This is an optimization exercise on Yosys and OpenROAD, whose aim is small area, a short achievable clock period and few clock cycles per item, not a production implementation.
Function was checked by simulation only, so behaviour that the tests miss may differ from the original.

==> inputs of run a <==
Design windowed_multiset_aggregator_core, start of the top module:
module windowed_multiset_aggregator_core (
    input  logic                           i_clk,
    input  logic                           i_rst_n,
    input  logic                           start,
    output logic                           busy,
    input  logic                           i_req_type,
    input  logic [wma_pkg::KEY_BITS-1:0]   i_key_value,
    output logic                           o_valid,
    output logic                           o_is_empty,
    output logic                           o_bad_request,
    output logic [wma_pkg::SUM_W-1:0]      o_total_sum,
    output logic [wma_pkg::TCNT_W-1:0]     o_total_count,
    output logic [wma_pkg::KEY_BITS-1:0]   o_min_key,
    output logic [wma_pkg::KEY_BITS-1:0]   o_max_key,
    output logic [wma_pkg::DSUM_W-1:0]     o_distinct_total,
    output logic [wma_pkg::DCNT_W-1:0]     o_distinct_count,
    output logic [wma_pkg::MEAN_W-1:0]     o_mean_fixed,
    output logic [wma_pkg::MEAN_W-1:0]     o_distinct_mean_fixed
);
Settings: LEC_CHECK=0, CAP_MARGIN=20, CORE_MARGIN=2, CORE_UTILIZATION=40, SETUP_SLACK_MARGIN=3.6, SLEW_MARGIN=20; clock period 8.0 ns.
run.sh (not shown) runs the stock make flow with config.mk's settings and CLKGATE_MAP_FILE= SYNTH_SCRIPT=/design/flow/synth_recipe.tcl, a recipe that flattens the netlist after the stock synthesis.
==> inputs of run b, as changes to run a <==
--- a/flow/design.v
+++ b/flow/design.v
@@ -123,63 +123,67 @@
     always_comb begin
         s_p = !i_dec && lo[8];
         s_m = i_dec && !lo[8];
         s_0 = !(s_p || s_m);
         o_s = {(hi_p & {(SW-8){s_p}}) | (hi_m & {(SW-8){s_m}}) | (hi & {(SW-8){s_0}}), lo[7:0]};
         o_ovf = !i_dec && lo[8] && (hi == '1);
     end
 endmodule
-module wma_extremes (
-    input  logic [255:0] i_v,
-    output logic         o_any,
-    output logic [7:0]   o_lo1,    
-    output logic [7:0]   o_lo2,    
-    output logic [7:0]   o_hi1,    
-    output logic [7:0]   o_hi2     
+module wma_ext_tree #(
+    parameter int NL = 4,      
+    parameter int IW = 0       
+) (
+    input  logic [(1<<NL)-1:0]        i_a,
+    input  logic [(1<<NL)-1:0]        i_b,
+    input  logic [(1<<NL)-1:0][7:0]   i_l1, i_l2, i_h1, i_h2,
+    output logic                      o_a, o_b,
+    output logic [7:0]                o_l1, o_l2, o_h1, o_h2
 );
-    logic [255:0] a   [9];
-    logic [255:0] b   [9];
-    logic [7:0]   l1  [9][256];
-    logic [7:0]   l2  [9][256];
-    logic [7:0]   h1  [9][256];
-    logic [7:0]   h2  [9][256];
+    localparam int N = 1 << NL;
+    logic [N-1:0] a [NL+1];
+    logic [N-1:0] b [NL+1];
+    logic [7:0]   l1 [NL+1][N];
+    logic [7:0]   l2 [NL+1][N];
+    logic [7:0]   h1 [NL+1][N];
+    logic [7:0]   h2 [NL+1][N];
     always_comb begin
-        for (int n = 0; n < 256; n++) begin
-            a[0][n] = i_v[n];
-            b[0][n] = 1'b0;
-            l1[0][n] = '0; l2[0][n] = '0; h1[0][n] = '0; h2[0][n] = '0;
+        a[0] = i_a;
+        b[0] = i_b;
+        for (int n = 0; n < N; n++) begin
+            l1[0][n] = i_l1[n]; l2[0][n] = i_l2[n]; h1[0][n] = i_h1[n]; h2[0][n] = i_h2[n];
         end
-        for (int l = 1; l <= 8; l++) begin
+        for (int l = 1; l <= NL; l++) begin
             a[l] = '0;
             b[l] = '0;
-            for (int n = 0; n < 256; n++) begin
+            for (int n = 0; n < N; n++) begin
                 l1[l][n] = '0; l2[l][n] = '0; h1[l][n] = '0; h2[l][n] = '0;
             end
-            for (int n = 0; n < (256 >> l); n++) begin
+            for (int n = 0; n < (N >> l); n++) begin
                 a[l][n] = a[l-1][2*n] | a[l-1][2*n+1];
                 b[l][n] = b[l-1][2*n] | b[l-1][2*n+1] | (a[l-1][2*n] & a[l-1][2*n+1]);
                 if (a[l-1][2*n]) l1[l][n] = l1[l-1][2*n];
-                else begin l1[l][n] = l1[l-1][2*n+1]; l1[l][n][l-1] = 1'b1; end
+                else begin l1[l][n] = l1[l-1][2*n+1]; l1[l][n][IW+l-1] = 1'b1; end
                 if (b[l-1][2*n]) l2[l][n] = l2[l-1][2*n];
-                else if (a[l-1][2*n]) begin l2[l][n] = l1[l-1][2*n+1]; l2[l][n][l-1] = 1'b1; end
-                else begin l2[l][n] = l2[l-1][2*n+1]; l2[l][n][l-1] = 1'b1; end
-                if (a[l-1][2*n+1]) begin h1[l][n] = h1[l-1][2*n+1]; h1[l][n][l-1] = 1'b1; end
+                else if (a[l-1][2*n]) begin l2[l][n] = l1[l-1][2*n+1]; l2[l][n][IW+l-1] = 1'b1; end
+                else begin l2[l][n] = l2[l-1][2*n+1]; l2[l][n][IW+l-1] = 1'b1; end
+                if (a[l-1][2*n+1]) begin h1[l][n] = h1[l-1][2*n+1]; h1[l][n][IW+l-1] = 1'b1; end
                 else h1[l][n] = h1[l-1][2*n];
-                if (b[l-1][2*n+1]) begin h2[l][n] = h2[l-1][2*n+1]; h2[l][n][l-1] = 1'b1; end
+                if (b[l-1][2*n+1]) begin h2[l][n] = h2[l-1][2*n+1]; h2[l][n][IW+l-1] = 1'b1; end
                 else if (a[l-1][2*n+1]) h2[l][n] = h1[l-1][2*n];
                 else h2[l][n] = h2[l-1][2*n];
             end
         end
     end
-    assign o_any = a[8][0];
-    assign o_lo1 = l1[8][0];
-    assign o_lo2 = l2[8][0];
-    assign o_hi1 = h1[8][0];
-    assign o_hi2 = h2[8][0];
+    assign o_a  = a[NL][0];
+    assign o_b  = b[NL][0];
+    assign o_l1 = l1[NL][0];
+    assign o_l2 = l2[NL][0];
+    assign o_h1 = h1[NL][0];
+    assign o_h2 = h2[NL][0];
 endmodule
 module wma_div_iter #(
     parameter int W   = 16,    
     parameter int SW  = 24,    
     parameter int NIT = 4
 ) (
     input  logic              i_clk,
     input  logic              i_load,    
@@ -288,35 +292,54 @@
         .i_clk, .i_load(i_accept), .i_run(run), .i_s(dsp_a),
         .i_m(ddvm_a), .o_q(q_dis)
     );
     logic [LOW_W-1:0] low_r;
     always_ff @(posedge i_clk) begin
         if (first) low_r <= low[k_r];
     end
     logic [TABLE_SIZE-1:0] pres;
-    logic                  x_any;
-    logic [KEY_BITS-1:0]   x_lo1, x_lo2, x_hi1, x_hi2;
     always_comb begin
         for (int i = 0; i < TABLE_SIZE; i++) pres[i] = (low[i] != '0);
     end
-    wma_extremes u_ext (
-        .i_v(pres), .o_any(x_any), .o_lo1(x_lo1), .o_lo2(x_lo2),
-        .o_hi1(x_hi1), .o_hi2(x_hi2)
+    logic [15:0]      g_a, g_b, gr_a, gr_b;
+    logic [15:0][7:0] g_l1, g_l2, g_h1, g_h2, gr_l1, gr_l2, gr_h1, gr_h2;
+    logic [15:0][15:0][7:0] lid;            
+    always_comb begin
+        for (int g = 0; g < 16; g++)
+            for (int n = 0; n < 16; n++) lid[g][n] = 8'(g * 16);
+    end
+    for (genvar g = 0; g < 16; g++) begin : g_grp
+        wma_ext_tree #(.NL(4), .IW(0)) u_t (
+            .i_a(pres[16*g +: 16]), .i_b('0), .i_l1(lid[g]), .i_l2(lid[g]), .i_h1(lid[g]), .i_h2(lid[g]),
+            .o_a(g_a[g]), .o_b(g_b[g]), .o_l1(g_l1[g]), .o_l2(g_l2[g]), .o_h1(g_h1[g]), .o_h2(g_h2[g])
+        );
+    end
+    always_ff @(posedge i_clk) begin
+        gr_a  <= g_a;
+        gr_b  <= g_b;
+        gr_l1 <= g_l1;
+        gr_l2 <= g_l2;
+        gr_h1 <= g_h1;
+        gr_h2 <= g_h2;
+    end
+    logic                  x_any, x_two;
+    logic [KEY_BITS-1:0]   x_lo1, x_lo2, x_hi1, x_hi2;
+    wma_ext_tree #(.NL(4), .IW(4)) u_ext (
+        .i_a(gr_a), .i_b(gr_b), .i_l1(gr_l1), .i_l2(gr_l2), .i_h1(gr_h1), .i_h2(gr_h2),
+        .o_a(x_any), .o_b(x_two), .o_l1(x_lo1), .o_l2(x_lo2), .o_h1(x_hi1), .o_h2(x_hi2)
     );
     logic                xr_any;
     logic [KEY_BITS-1:0] xr_lo1, xr_lo2, xr_hi1, xr_hi2;
     always_ff @(posedge i_clk) begin
-        if (first) begin
-            xr_any  <= x_any;
-            xr_lo1  <= x_lo1;
-            xr_lo2  <= x_lo2;
-            xr_hi1  <= x_hi1;
-            xr_hi2  <= x_hi2;
-        end
+        xr_any  <= x_any;
+        xr_lo1  <= x_lo1;
+        xr_lo2  <= x_lo2;
+        xr_hi1  <= x_hi1;
+        xr_hi2  <= x_hi2;
     end
     logic second;
     assign second = i_phase[1];
     logic [N_BIG-1:0] hit;                  
     logic [HI_W-1:0]  hi_k;
     always_comb begin
         hi_k = '0;
         for (int e = 0; e < N_BIG; e++) begin
- CTS_BUF_LIST: not set -> sky130_fd_sc_hd__clkbuf_8
- SETUP_SLACK_MARGIN: 3.6 -> 4.0
==> results.py <==
metrics = {
    "final_layout": {
        "nonClockBufferCount": 812,
    },
    "outcome": {
        "violations": "antenna rules",
        "status": "complete, but fails checks",
    },
    "yosys": {
        "synth_top_cells_by_area": "edfxtp_1 52%, mux4_2 11%, dfxtp_1 4.5%",
    },
    "worst_setup_path": {
        "setup.worst_path.end": "o_is_empty",
    },
    "clocking": {
        "post_cts_buffers": 181,
    },
    "route": {
        "route.antenna.remaining_nets": 1,
    },
}
(the above is from run b)
==> results.py <==
metrics = {
    "final_layout": {
        "top_register": "u_dp.low",
        "nonClockBufferCount": 906,
    },
    "outcome": {
        "status": "finished clean",
    },
    "worst_setup_path": {
        "setup.worst_path.end": "u_dp.xr_lo2[0]",
    },
    "route": {
        "route.antenna.remaining_nets": 0,
    },
    "yosys": {
        "synth_top_cells_by_area": "edfxtp_1 54%, mux4_2 11%, ha_1 4.1%",
    },
}
(the above is from run a)
Testbench counts of run a, summed over its fixed seeds: cycles 24,008, items 4,800.
Testbench counts of run b, summed over its fixed seeds: cycles 24,008, items 4,800.

-- port drivers added, routing unchanged --
How much do the figures lean on ideal ports? The routed layouts below were timed once more, with nothing changed but the port constraints.
Step 1: set_driving_cell puts a clkbuf_16 on i_clk and a buf_2 on each other input, an assumption about the parent block.
Step 2 adds t to the input delays and takes it off the output delays; t is the mean of the earliest and latest rising clock arrival at the registers after step 1. Input paths then give back, and output paths get back, about the clock's delay inside the block.
Three values: ideal ports, drivers, drivers and shift; two values: the first two.
run	shift t [ns]	setup WS [ns]	pins driven straight from the clock port
run a	1.146	3.379 / 3.379 / 2.741	1
run b	1.408	3.658 / 3.537 / 2.753	1
The setup slack of run b, which loses most, moves by -0.121 ns with the drivers and by -0.905 ns with both steps.
